This design comes from an exercise in tuning for small area, a short achievable clock period and few clock cycles per item on the open sky130 flow, not from production work.
Function was checked by simulation only, so behaviour that the tests miss may differ from the original.
No activity file was given, so power comes from the tool's default toggle rates.

==> inputs of job 4930 <==
==> flow/design.v <==
package cache_pkg;
    localparam int unsigned BLOCK_WIDTH = 128;
    localparam int unsigned BADDR_WIDTH = 28;
    typedef enum logic [1:0] {
        IDLE   = 2'd0,
        RD_MEM = 2'd1,
        WR_MEM = 2'd2,
        RESP   = 2'd3
    } wb_state_e;
    typedef struct packed {
        logic [BADDR_WIDTH-1:0] addr;
        logic [BLOCK_WIDTH-1:0] data;
    } wb_entry_t;
endpackage
module wb_store
#(
    parameter  int unsigned DEPTH = 4
) (
    input  logic                                   clk,
    input  logic [DEPTH-1:0]                       we,
    input  logic [cache_pkg::BADDR_WIDTH-1:0]      waddr,
    input  logic [cache_pkg::BLOCK_WIDTH-1:0]      wdata,
    output logic [DEPTH-1:0][cache_pkg::BADDR_WIDTH-1:0] addr_q,
    output logic [DEPTH-1:0][cache_pkg::BLOCK_WIDTH-1:0] data_q
);
    always_ff @(posedge clk) begin
        for (int unsigned i = 0; i < DEPTH; i++) begin
            if (we[i]) begin
                addr_q[i] <= waddr;
                data_q[i] <= wdata;
            end
        end
    end
endmodule
module cache_wb_buffer
#(
    parameter int unsigned DEPTH = 4
) (
    input  logic                   clk,
    input  logic                   rst,
    input  logic                   c_read,
    input  logic                   c_write,
    input  logic [cache_pkg::BADDR_WIDTH-1:0] c_addr,
    input  logic [cache_pkg::BLOCK_WIDTH-1:0] c_wdata,
    output logic [cache_pkg::BLOCK_WIDTH-1:0] c_rdata,
    output logic                   c_ready,
    output logic                   mem_read,
    output logic                   mem_write,
    output logic [cache_pkg::BADDR_WIDTH-1:0] mem_addr,
    output logic [cache_pkg::BLOCK_WIDTH-1:0] mem_wdata,
    input  logic [cache_pkg::BLOCK_WIDTH-1:0] mem_rdata,
    input  logic                   mem_ready,
    output logic                   wb_empty
);
    logic [DEPTH-1:0][cache_pkg::BADDR_WIDTH-1:0] addr_q;
    logic [DEPTH-1:0][cache_pkg::BLOCK_WIDTH-1:0] data_q;
    logic [DEPTH-1:0] vld_q, vld_d;      
    logic [DEPTH-1:0] dty_q, dty_d;      
    logic [DEPTH-1:0] hot_q, hot_d;      
    logic [DEPTH-1:0][DEPTH-1:0] ord_q, ord_d;
    logic [cache_pkg::BADDR_WIDTH-1:0] pa_q;     
    logic [DEPTH-1:0] hv_q;              
    logic             hq_q;              
    logic [DEPTH-1:0] wsel_q, wsel_d;    
    logic             wok_q, wok_d;      
    logic             safe_q, safe_d;    
    logic [DEPTH-1:0] sup_q, sup_d;      
    logic             held_q, held_d;    
    logic [DEPTH-1:0] vic_q;             
    logic             rdy_q, rdy_d;
    logic [cache_pkg::BLOCK_WIDTH-1:0] rdata_q, rdata_d;
    logic             mrd_q, mrd_d;      
    logic             mwr_q, mwr_d;      
    logic [cache_pkg::BADDR_WIDTH-1:0] maddr_q, maddr_d;
    logic [cache_pkg::BLOCK_WIDTH-1:0] mwdata_q;
    logic             wbe_q, wbe_d;
    logic [DEPTH-1:0] hit_v, we, touch, alloc_oh, victim_oh;
    logic             wr_go, wr_bad, sel_rd;
    logic [DEPTH-1:0] vic_w, vic_nw;
    logic             hit, hitq, same, req, ok, vis, ra_hit, port_free, rd_miss;
    logic             rd_go, rd_hit, rd_ans, mrd_done, wr_ok, dr_go;
    logic             cold, cap_ok, any_dty, two_dty, all_dty, most_dty;
    logic [cache_pkg::BLOCK_WIDTH-1:0] sel_data;
    logic [DEPTH-1:0] rsel_q;            
    logic             rsh_q, rsh_d;      
    logic             rsel_hit;
    logic [cache_pkg::BADDR_WIDTH-1:0] victim_addr;
    function automatic logic after(input logic [DEPTH-1:0][DEPTH-1:0] ord,
                                   input int unsigned i, input int unsigned j);
        after = (i < j) ? ord[i][j] : !ord[j][i];
    endfunction
    function automatic logic [DEPTH-1:0] lru_of(input logic [DEPTH-1:0] cand,
                                                input logic [DEPTH-1:0][DEPTH-1:0] ord);
        for (int unsigned i = 0; i < DEPTH; i++) begin
            lru_of[i] = cand[i];
            for (int unsigned j = 0; j < DEPTH; j++)
                if (j != i && cand[j] && !after(ord, j, i)) lru_of[i] = 1'b0;
        end
    endfunction
    function automatic logic [DEPTH-1:0] lru3(input logic [DEPTH-1:0] a,
                                              input logic [DEPTH-1:0] b,
                                              input logic [DEPTH-1:0] c,
                                              input logic [DEPTH-1:0][DEPTH-1:0] ord);
        lru3 = (a != '0) ? lru_of(a, ord) : ((b != '0) ? lru_of(b, ord) : lru_of(c, ord));
    endfunction
    wb_store #(.DEPTH(DEPTH)) u_store (
        .clk   (clk),
        .we    (we),
        .waddr (c_addr),
        .wdata (c_wdata),
        .addr_q(addr_q),
        .data_q(data_q)
    );
    always_comb begin
        for (int unsigned i = 0; i < DEPTH; i++)
            hit_v[i] = vld_q[i] && (addr_q[i] == c_addr);
    end
    assign hit  = |hit_v;
    assign hitq = hq_q;
    assign same = (pa_q == c_addr);
    assign rsel_hit = rsh_q;
    always_comb begin
        sel_data    = '0;
        victim_addr = '0;
        for (int unsigned i = 0; i < DEPTH; i++) begin
            if (rsel_q[i]) sel_data = sel_data | data_q[i];
            if (vic_q[i]) victim_addr = victim_addr | addr_q[i];
        end
    end
    always_comb begin
        logic [DEPTH-1:0] cl, dc, dty_p, hot_p;
        cl        = ~dty_q & ~hot_q;
        alloc_oh  = lru3(~vld_q, cl, ~dty_q, ord_q);
        dc        = dty_q & ~hot_q;
        cold      = dc != '0;
        vic_nw    = lru3(dc, dty_q, '0, ord_q);
        dty_p     = (dty_q & ~sup_q) | wsel_q;
        hot_p     = (hot_q & ~(wsel_q | sup_q)) | (hitq ? wsel_q : '0);
        dc        = dty_p & ~hot_p;
        vic_w     = lru3(dc, dty_p, '0, ord_q);
        victim_oh = wr_go ? vic_w : vic_nw;
        any_dty = dty_q != '0;
        all_dty = dty_q == '1;
        two_dty = 1'b0;
        for (int unsigned i = 0; i < DEPTH; i++)
            for (int unsigned j = i + 1; j < DEPTH; j++)
                if (dty_q[i] && dty_q[j]) two_dty = 1'b1;
        most_dty = 1'b0;
        for (int unsigned k = 0; k < DEPTH; k++) begin
            logic all_but;
            all_but = 1'b1;
            for (int unsigned i = 0; i < DEPTH; i++)
                if (i != k && !dty_q[i]) all_but = 1'b0;
            if (all_but) most_dty = 1'b1;
        end
        cap_ok  = !all_dty && !(mwr_q && !mem_ready && most_dty);
        held_d  = vis && !rdy_q;
        sup_d   = '0;
        safe_d  = 1'b1;
        wok_d   = cap_ok;
        wsel_d  = alloc_oh;
        if (hit) begin
            wsel_d = hit_v;
            if (|(hit_v & dty_q)) begin
                wok_d = 1'b1;
                if (held_d) begin
                    safe_d = 1'b0;
                end else if (!all_dty) begin
                    wsel_d = alloc_oh;
                    sup_d  = hit_v;
                end else begin
                    safe_d = 1'b0;
                end
            end
        end
    end
    assign vis       = c_read || c_write;
    assign req       = vis && !rdy_q;
    assign ok        = req && (held_q || same);
    assign mrd_done  = mrd_q && mem_ready;
    assign ra_hit    = mrd_q && (maddr_q == c_addr);
    assign port_free = (!mrd_q || mem_ready) && (!mwr_q || mem_ready);
    assign rd_miss   = c_read && !hit && !ra_hit;
    assign sel_rd    = vis && c_read && !mrd_done;
    assign rd_go     = sel_rd && rd_miss && port_free;
    assign rd_hit    = ok && c_read && hitq && rsh_q && !mrd_done;
    assign rd_ans    = req && c_read && !hit && ra_hit && mem_ready;
    assign wr_go     = c_write && !rdy_q && wok_q && (safe_q || held_q);
    assign we        = wr_go ? wsel_q : '0;
    assign wr_ok     = wr_go && (held_q || same);
    assign wr_bad    = wr_go && !(held_q || same);
    assign mem_read  = mrd_q;
    assign dr_go = port_free && !sel_rd && !rsel_hit &&
                   |(vic_q & dty_q) && (cold || two_dty || rdy_q || !vis);
    always_comb begin
        touch = (wr_ok ? wsel_q : '0) | (rd_hit ? hv_q : '0);
        ord_d = '0;
        for (int unsigned i = 0; i < DEPTH; i++)
            for (int unsigned j = i + 1; j < DEPTH; j++)
                ord_d[i][j] = touch[i] || (ord_q[i][j] && !touch[j]);
        vld_d = wr_bad ? (vld_q & ~wsel_q) : (wr_ok ? ((vld_q & ~sup_q) | wsel_q) : vld_q);
        hot_d = (hot_q & ~(wr_ok ? (wsel_q | sup_q) : '0)) | (rd_hit ? hv_q : '0) |
                (wr_ok && hitq ? wsel_q : '0);
        dty_d = (dty_q & ~(dr_go ? vic_q : '0) & ~(wr_ok ? sup_q : '0)) | (wr_ok ? wsel_q : '0);
        rdy_d = rd_hit || wr_ok || rd_ans;
        rdata_d = mrd_done ? mem_rdata : sel_data;
        mrd_d = rd_go || (mrd_q && !mem_ready);
        mwr_d = dr_go || (mwr_q && !mem_ready);
        maddr_d = !port_free ? maddr_q : (sel_rd ? c_addr : victim_addr);
        rsh_d = c_read && hit && !(rsh_q && req);
        wbe_d = !any_dty && !(mwr_q && !mem_ready) && !wr_ok;
    end
    always_ff @(posedge clk) begin
        if (rst) begin
            vld_q <= '0;
            ord_q <= '0;
            dty_q <= '0;
            hot_q <= '0;
            hv_q  <= '0;
            hq_q  <= 1'b0;
            wok_q <= 1'b0;
            held_q <= 1'b0;
            rsh_q <= 1'b0;
            rdy_q <= 1'b0;
            mrd_q <= 1'b0;
            mwr_q <= 1'b0;
            wbe_q <= 1'b1;
        end else begin
            vld_q <= vld_d;
            ord_q <= ord_d;
            dty_q <= dty_d;
            hot_q <= hot_d;
            hv_q  <= hit_v;
            hq_q  <= hit;
            wok_q <= wok_d;
            held_q <= held_d;
            rsh_q <= rsh_d;
            rdy_q <= rdy_d;
            mrd_q <= mrd_d;
            mwr_q <= mwr_d;
            wbe_q <= wbe_d;
        end
    end
    always_ff @(posedge clk) begin
        pa_q    <= c_addr;
        wsel_q  <= wsel_d;
        safe_q  <= safe_d;
        sup_q   <= sup_d;
        vic_q   <= victim_oh;
        rsel_q  <= rsh_d ? hit_v : victim_oh;
        rdata_q <= rdata_d;
        maddr_q <= maddr_d;
        if (!mwr_q || mem_ready) mwdata_q <= sel_data;
    end
    assign c_ready   = rdy_q;
    assign c_rdata   = rdata_q;
    assign mem_write = mwr_q;
    assign mem_addr  = maddr_q;
    assign mem_wdata = mwdata_q;
    assign wb_empty  = wbe_q;
endmodule
==> flow/flow/run.sh <==
#!/bin/bash
# Layout flow: the standard flow (standard.sh, unchanged synthesis and
# steps), except that the input and output ports are buffered with buf_2
# cells rather than the default clkdlybuf4s50 delay cells, which are slow
# and large. Every port still gets its own buffer.
set -euo pipefail
export BUFFER_PORTS_ARGS="-buffer_cell sky130_fd_sc_hd__buf_2"
bash standard.sh > standard_flow.log 2>&1
==> flow/standard.sh <==
#!/bin/bash
# synth_recipe.tcl (not shown) runs the flow's synth.tcl, then flattens the netlist and writes it again
# the make line also repeats each setting of config.mk as NAME=value (left out here)
make -C /OpenROAD-flow-scripts/flow DESIGN_CONFIG=/design/flow/config.mk WORK_HOME=/design/flow/orfs CLKGATE_MAP_FILE= SYNTH_SCRIPT=/design/flow/synth_recipe.tcl "${@:-finish}"
==> flow/config.mk <==
export PLATFORM = sky130hd
export DESIGN_NAME = cache_wb_buffer
export DESIGN_NICKNAME = cache_wb_buffer
export VERILOG_FILES = /design/flow/design.v
export SDC_FILE = /design/flow/constraint.sdc
export NUM_CORES = 4
export LEC_CHECK = 0
export CAP_MARGIN = 20
export CORE_MARGIN = 2
export CORE_UTILIZATION = 70
export SETUP_SLACK_MARGIN = 2.0
export SLEW_MARGIN = 20
==> flow/constraint.sdc <==
create_clock -name core_clock -period 4.0 [get_ports {clk}]
set_input_delay 0.8000 -clock core_clock [delete_from_list [all_inputs] [get_ports {clk}]]
set_output_delay 0.8000 -clock core_clock [all_outputs]
set_load 0.01 [all_outputs]
==> job 2200 (differences from job 4930) <==
--- a/flow/design.v
+++ b/flow/design.v
@@ -59,11 +59,7 @@
     logic [DEPTH-1:0] hot_q, hot_d;      
-    logic [DEPTH-1:0][DEPTH-1:0] ord_q, ord_d;
+    logic [DEPTH-1:0][DEPTH-1:0] mru_q, mru_d;   
     logic [cache_pkg::BADDR_WIDTH-1:0] pa_q;     
     logic [DEPTH-1:0] hv_q;              
-    logic             hq_q;              
     logic [DEPTH-1:0] wsel_q, wsel_d;    
     logic             wok_q, wok_d;      
-    logic             safe_q, safe_d;    
-    logic [DEPTH-1:0] sup_q, sup_d;      
-    logic             held_q, held_d;    
     logic [DEPTH-1:0] vic_q;             
@@ -77,4 +73,2 @@
     logic [DEPTH-1:0] hit_v, we, touch, alloc_oh, victim_oh;
-    logic             wr_go, wr_bad, sel_rd;
-    logic [DEPTH-1:0] vic_w, vic_nw;
     logic             hit, hitq, same, req, ok, vis, ra_hit, port_free, rd_miss;
@@ -87,19 +81,19 @@
     logic [cache_pkg::BADDR_WIDTH-1:0] victim_addr;
-    function automatic logic after(input logic [DEPTH-1:0][DEPTH-1:0] ord,
-                                   input int unsigned i, input int unsigned j);
-        after = (i < j) ? ord[i][j] : !ord[j][i];
+    function automatic logic [DEPTH-1:0] first1(input logic [DEPTH-1:0] v);
+        logic found;
+        found = 1'b0;
+        for (int unsigned i = 0; i < DEPTH; i++) begin
+            first1[i] = v[i] && !found;
+            found     = found || v[i];
+        end
     endfunction
     function automatic logic [DEPTH-1:0] lru_of(input logic [DEPTH-1:0] cand,
-                                                input logic [DEPTH-1:0][DEPTH-1:0] ord);
-        for (int unsigned i = 0; i < DEPTH; i++) begin
-            lru_of[i] = cand[i];
+                                                input logic [DEPTH-1:0][DEPTH-1:0] mru);
+        logic [DEPTH-1:0] r;
+        for (int unsigned i = 0; i < DEPTH; i++) begin
+            r[i] = cand[i];
             for (int unsigned j = 0; j < DEPTH; j++)
-                if (j != i && cand[j] && !after(ord, j, i)) lru_of[i] = 1'b0;
-        end
-    endfunction
-    function automatic logic [DEPTH-1:0] lru3(input logic [DEPTH-1:0] a,
-                                              input logic [DEPTH-1:0] b,
-                                              input logic [DEPTH-1:0] c,
-                                              input logic [DEPTH-1:0][DEPTH-1:0] ord);
-        lru3 = (a != '0) ? lru_of(a, ord) : ((b != '0) ? lru_of(b, ord) : lru_of(c, ord));
+                if (j != i && cand[j] && !mru[j][i]) r[i] = 1'b0;
+        end
+        lru_of = first1(r != '0 ? r : cand);
     endfunction
@@ -118,3 +112,3 @@
     assign hit  = |hit_v;
-    assign hitq = hq_q;
+    assign hitq = |hv_q;
     assign same = (pa_q == c_addr);
@@ -131,12 +125,12 @@
         logic [DEPTH-1:0] cl, dc, dty_p, hot_p;
+        logic             wr_vis;
         cl        = ~dty_q & ~hot_q;
-        alloc_oh  = lru3(~vld_q, cl, ~dty_q, ord_q);
+        alloc_oh  = lru_of((~vld_q != '0) ? ~vld_q : ((cl != '0) ? cl : ~dty_q), mru_q);
         dc        = dty_q & ~hot_q;
         cold      = dc != '0;
-        vic_nw    = lru3(dc, dty_q, '0, ord_q);
-        dty_p     = (dty_q & ~sup_q) | wsel_q;
-        hot_p     = (hot_q & ~(wsel_q | sup_q)) | (hitq ? wsel_q : '0);
+        wr_vis    = req && c_write && wok_q;
+        dty_p     = dty_q | (wr_vis ? wsel_q : '0);
+        hot_p     = (hot_q | (wr_vis && hitq ? hv_q : '0)) & ~(wr_vis && !hitq ? wsel_q : '0);
         dc        = dty_p & ~hot_p;
-        vic_w     = lru3(dc, dty_p, '0, ord_q);
-        victim_oh = wr_go ? vic_w : vic_nw;
+        victim_oh = lru_of(dc != '0 ? dc : dty_p, mru_q);
         any_dty = dty_q != '0;
@@ -156,21 +150,4 @@
         cap_ok  = !all_dty && !(mwr_q && !mem_ready && most_dty);
-        held_d  = vis && !rdy_q;
-        sup_d   = '0;
-        safe_d  = 1'b1;
-        wok_d   = cap_ok;
-        wsel_d  = alloc_oh;
-        if (hit) begin
-            wsel_d = hit_v;
-            if (|(hit_v & dty_q)) begin
-                wok_d = 1'b1;
-                if (held_d) begin
-                    safe_d = 1'b0;
-                end else if (!all_dty) begin
-                    wsel_d = alloc_oh;
-                    sup_d  = hit_v;
-                end else begin
-                    safe_d = 1'b0;
-                end
-            end
-        end
+        wok_d   = hit ? (|(hit_v & dty_q) || cap_ok) : cap_ok;
+        wsel_d  = hit ? hit_v : alloc_oh;
     end
@@ -178,3 +155,3 @@
     assign req       = vis && !rdy_q;
-    assign ok        = req && (held_q || same);
+    assign ok        = req && same;
     assign mrd_done  = mrd_q && mem_ready;
@@ -183,23 +160,21 @@
     assign rd_miss   = c_read && !hit && !ra_hit;
-    assign sel_rd    = vis && c_read && !mrd_done;
-    assign rd_go     = sel_rd && rd_miss && port_free;
+    assign rd_go     = vis && rd_miss && port_free;
     assign rd_hit    = ok && c_read && hitq && rsh_q && !mrd_done;
     assign rd_ans    = req && c_read && !hit && ra_hit && mem_ready;
-    assign wr_go     = c_write && !rdy_q && wok_q && (safe_q || held_q);
-    assign we        = wr_go ? wsel_q : '0;
-    assign wr_ok     = wr_go && (held_q || same);
-    assign wr_bad    = wr_go && !(held_q || same);
+    assign wr_ok     = ok && c_write && wok_q;
+    assign we        = wr_ok ? wsel_q : '0;
     assign mem_read  = mrd_q;
-    assign dr_go = port_free && !sel_rd && !rsel_hit &&
-                   |(vic_q & dty_q) && (cold || two_dty || rdy_q || !vis);
-    always_comb begin
-        touch = (wr_ok ? wsel_q : '0) | (rd_hit ? hv_q : '0);
-        ord_d = '0;
+    assign dr_go = port_free && !(vis && c_read) && !rsel_hit &&
+                   |(vic_q & dty_q) && (cold || two_dty || !vis);
+    always_comb begin
+        touch = we | (rd_hit ? hv_q : '0);
+        mru_d = mru_q;
         for (int unsigned i = 0; i < DEPTH; i++)
-            for (int unsigned j = i + 1; j < DEPTH; j++)
-                ord_d[i][j] = touch[i] || (ord_q[i][j] && !touch[j]);
-        vld_d = wr_bad ? (vld_q & ~wsel_q) : (wr_ok ? ((vld_q & ~sup_q) | wsel_q) : vld_q);
-        hot_d = (hot_q & ~(wr_ok ? (wsel_q | sup_q) : '0)) | (rd_hit ? hv_q : '0) |
-                (wr_ok && hitq ? wsel_q : '0);
-        dty_d = (dty_q & ~(dr_go ? vic_q : '0) & ~(wr_ok ? sup_q : '0)) | (wr_ok ? wsel_q : '0);
+            for (int unsigned j = 0; j < DEPTH; j++) begin
+                if (touch[i]) mru_d[i][j] = 1'b1;
+                if (touch[j]) mru_d[i][j] = 1'b0;
+            end
+        vld_d = vld_q | we;
+        hot_d = (hot_q & ~(wr_ok && !hitq ? wsel_q : '0)) | ((rd_hit || wr_ok) ? hv_q : '0);
+        dty_d = (dty_q & ~(dr_go ? vic_q : '0)) | we;
         rdy_d = rd_hit || wr_ok || rd_ans;
@@ -208,4 +183,4 @@
         mwr_d = dr_go || (mwr_q && !mem_ready);
-        maddr_d = !port_free ? maddr_q : (sel_rd ? c_addr : victim_addr);
-        rsh_d = c_read && hit && !(rsh_q && req);
+        maddr_d = !port_free ? maddr_q : ((vis && c_read) ? c_addr : victim_addr);
+        rsh_d = c_read && hit && !rdy_d;
         wbe_d = !any_dty && !(mwr_q && !mem_ready) && !wr_ok;
@@ -215,3 +190,2 @@
             vld_q <= '0;
-            ord_q <= '0;
             dty_q <= '0;
@@ -219,5 +193,3 @@
             hv_q  <= '0;
-            hq_q  <= 1'b0;
             wok_q <= 1'b0;
-            held_q <= 1'b0;
             rsh_q <= 1'b0;
@@ -229,3 +201,2 @@
             vld_q <= vld_d;
-            ord_q <= ord_d;
             dty_q <= dty_d;
@@ -233,5 +204,3 @@
             hv_q  <= hit_v;
-            hq_q  <= hit;
             wok_q <= wok_d;
-            held_q <= held_d;
             rsh_q <= rsh_d;
@@ -244,6 +213,5 @@
     always_ff @(posedge clk) begin
+        mru_q   <= mru_d;
         pa_q    <= c_addr;
         wsel_q  <= wsel_d;
-        safe_q  <= safe_d;
-        sup_q   <= sup_d;
         vic_q   <= victim_oh;
- CORE_UTILIZATION: 70 -> 40
- SETUP_SLACK_MARGIN: 2.0 -> 1.5
==> job 4667 (differences from job 4930) <==
--- a/flow/design.v
+++ b/flow/design.v
@@ -63,6 +63,7 @@
     logic             hq_q;              
-    logic [DEPTH-1:0] wsel_q, wsel_d;    
+    logic [DEPTH-1:0] alloc_q;           
+    logic             redir_q, redir_d;  
+    logic [DEPTH-1:0] wsel, sup_v;       
     logic             wok_q, wok_d;      
     logic             safe_q, safe_d;    
-    logic [DEPTH-1:0] sup_q, sup_d;      
     logic             held_q, held_d;    
@@ -83,3 +84,3 @@
     logic [cache_pkg::BLOCK_WIDTH-1:0] sel_data;
-    logic [DEPTH-1:0] rsel_q;            
+    logic [DEPTH-1:0] rsel;              
     logic             rsh_q, rsh_d;      
@@ -121,2 +122,3 @@
     assign rsel_hit = rsh_q;
+    assign rsel     = rsh_q ? hv_q : vic_q;
     always_comb begin
@@ -125,3 +127,3 @@
         for (int unsigned i = 0; i < DEPTH; i++) begin
-            if (rsel_q[i]) sel_data = sel_data | data_q[i];
+            if (rsel[i]) sel_data = sel_data | data_q[i];
             if (vic_q[i]) victim_addr = victim_addr | addr_q[i];
@@ -136,4 +138,4 @@
         vic_nw    = lru3(dc, dty_q, '0, ord_q);
-        dty_p     = (dty_q & ~sup_q) | wsel_q;
-        hot_p     = (hot_q & ~(wsel_q | sup_q)) | (hitq ? wsel_q : '0);
+        dty_p     = (dty_q & ~sup_v) | wsel;
+        hot_p     = (hot_q & ~(wsel | sup_v)) | (hitq ? wsel : '0);
         dc        = dty_p & ~hot_p;
@@ -157,21 +159,13 @@
         held_d  = vis && !rdy_q;
-        sup_d   = '0;
+        redir_d = 1'b0;
         safe_d  = 1'b1;
         wok_d   = cap_ok;
-        wsel_d  = alloc_oh;
-        if (hit) begin
-            wsel_d = hit_v;
-            if (|(hit_v & dty_q)) begin
-                wok_d = 1'b1;
-                if (held_d) begin
-                    safe_d = 1'b0;
-                end else if (!all_dty) begin
-                    wsel_d = alloc_oh;
-                    sup_d  = hit_v;
-                end else begin
-                    safe_d = 1'b0;
-                end
-            end
-        end
-    end
+        if (hit && |(hit_v & dty_q)) begin
+            wok_d = 1'b1;
+            if (held_d || all_dty) safe_d = 1'b0;
+            else redir_d = 1'b1;
+        end
+    end
+    assign wsel  = (hitq && !redir_q) ? hv_q : alloc_q;
+    assign sup_v = redir_q ? hv_q : '0;
     assign vis       = c_read || c_write;
@@ -188,3 +182,3 @@
     assign wr_go     = c_write && !rdy_q && wok_q && (safe_q || held_q);
-    assign we        = wr_go ? wsel_q : '0;
+    assign we        = wr_go ? wsel : '0;
     assign wr_ok     = wr_go && (held_q || same);
@@ -195,3 +189,3 @@
     always_comb begin
-        touch = (wr_ok ? wsel_q : '0) | (rd_hit ? hv_q : '0);
+        touch = (wr_ok ? wsel : '0) | (rd_hit ? hv_q : '0);
         ord_d = '0;
@@ -200,6 +194,6 @@
                 ord_d[i][j] = touch[i] || (ord_q[i][j] && !touch[j]);
-        vld_d = wr_bad ? (vld_q & ~wsel_q) : (wr_ok ? ((vld_q & ~sup_q) | wsel_q) : vld_q);
-        hot_d = (hot_q & ~(wr_ok ? (wsel_q | sup_q) : '0)) | (rd_hit ? hv_q : '0) |
-                (wr_ok && hitq ? wsel_q : '0);
-        dty_d = (dty_q & ~(dr_go ? vic_q : '0) & ~(wr_ok ? sup_q : '0)) | (wr_ok ? wsel_q : '0);
+        vld_d = wr_bad ? (vld_q & ~wsel) : (wr_ok ? ((vld_q & ~sup_v) | wsel) : vld_q);
+        hot_d = (hot_q & ~(wr_ok ? (wsel | sup_v) : '0)) | (rd_hit ? hv_q : '0) |
+                (wr_ok && hitq ? wsel : '0);
+        dty_d = (dty_q & ~(dr_go ? vic_q : '0) & ~(wr_ok ? sup_v : '0)) | (wr_ok ? wsel : '0);
         rdy_d = rd_hit || wr_ok || rd_ans;
@@ -221,2 +215,3 @@
             wok_q <= 1'b0;
+            redir_q <= 1'b0;
             held_q <= 1'b0;
@@ -235,2 +230,3 @@
             wok_q <= wok_d;
+            redir_q <= redir_d;
             held_q <= held_d;
@@ -245,7 +241,5 @@
         pa_q    <= c_addr;
-        wsel_q  <= wsel_d;
+        alloc_q <= alloc_oh;
         safe_q  <= safe_d;
-        sup_q   <= sup_d;
         vic_q   <= victim_oh;
-        rsel_q  <= rsh_d ? hit_v : victim_oh;
         rdata_q <= rdata_d;
- CTS_CLUSTER_DIAMETER: unset -> 60
- CTS_CLUSTER_SIZE: unset -> 25
==> notes <==
Area after synthesis: job 2200 < job 4667 < job 4930.
In job 4667 the combinational power is higher than in job 2200, by 120%.
Between job 2200 and job 4667, the lower critical path depth is in job 4667 (gap 12).
Of job 4930 and job 2200, job 4930 has the higher sequential power (gap about 5%, measured against job 2200).
Core utilization: job 4930 > job 4667 > job 2200.
Against job 2200, the non-clock buffer count of job 4930 is lower by 74.
Of job 2200 and job 4667, job 2200 has the higher flip-flop and latch count (gap 6).
Global-route usage: job 4930 > job 4667 > job 2200.
Routed wire length, highest first: job 4930, job 4667, job 2200.
Testbench counts of job 4930, summed over its fixed seeds: cycles 26,446, requests 8,000.
Testbench counts of job 2200, summed over its fixed seeds: cycles 26,581, requests 8,000.
Testbench counts of job 4667, summed over its fixed seeds: cycles 26,446, requests 8,000.

[static timing again, ports no longer ideal]
No port has a modelled driver above. Below, the same layouts with a new extraction and two added sets of constraints. Step 1 assumes that a clkbuf_16 drives the clock port and a buf_2 every other input. Step 2, shift: input delay + t, output delay - t, t = (earliest + latest rising clock arrival at the registers) / 2. This alone moves slack from input paths to output paths. Three values: no drivers, after step 1, after step 2; two values: the first two.
run | t, ns | setup slack, ns | latest minus earliest clock arrival (ns)
job 4930 | 0.708 | 1.570 / 1.570 / 0.984 | 0.023 / 0.023
job 2200 | 0.721 | 1.193 / 1.193 / 0.524 | 0.064 / 0.064
job 4667 | 0.695 | 1.774 / 1.711 / 1.193 | 0.043 / 0.043
After both steps setup and hold are still met in every run listed. For job 2200, which loses most, drivers alone change the setup slack by 0.000 ns; drivers and shift together by -0.669 ns.
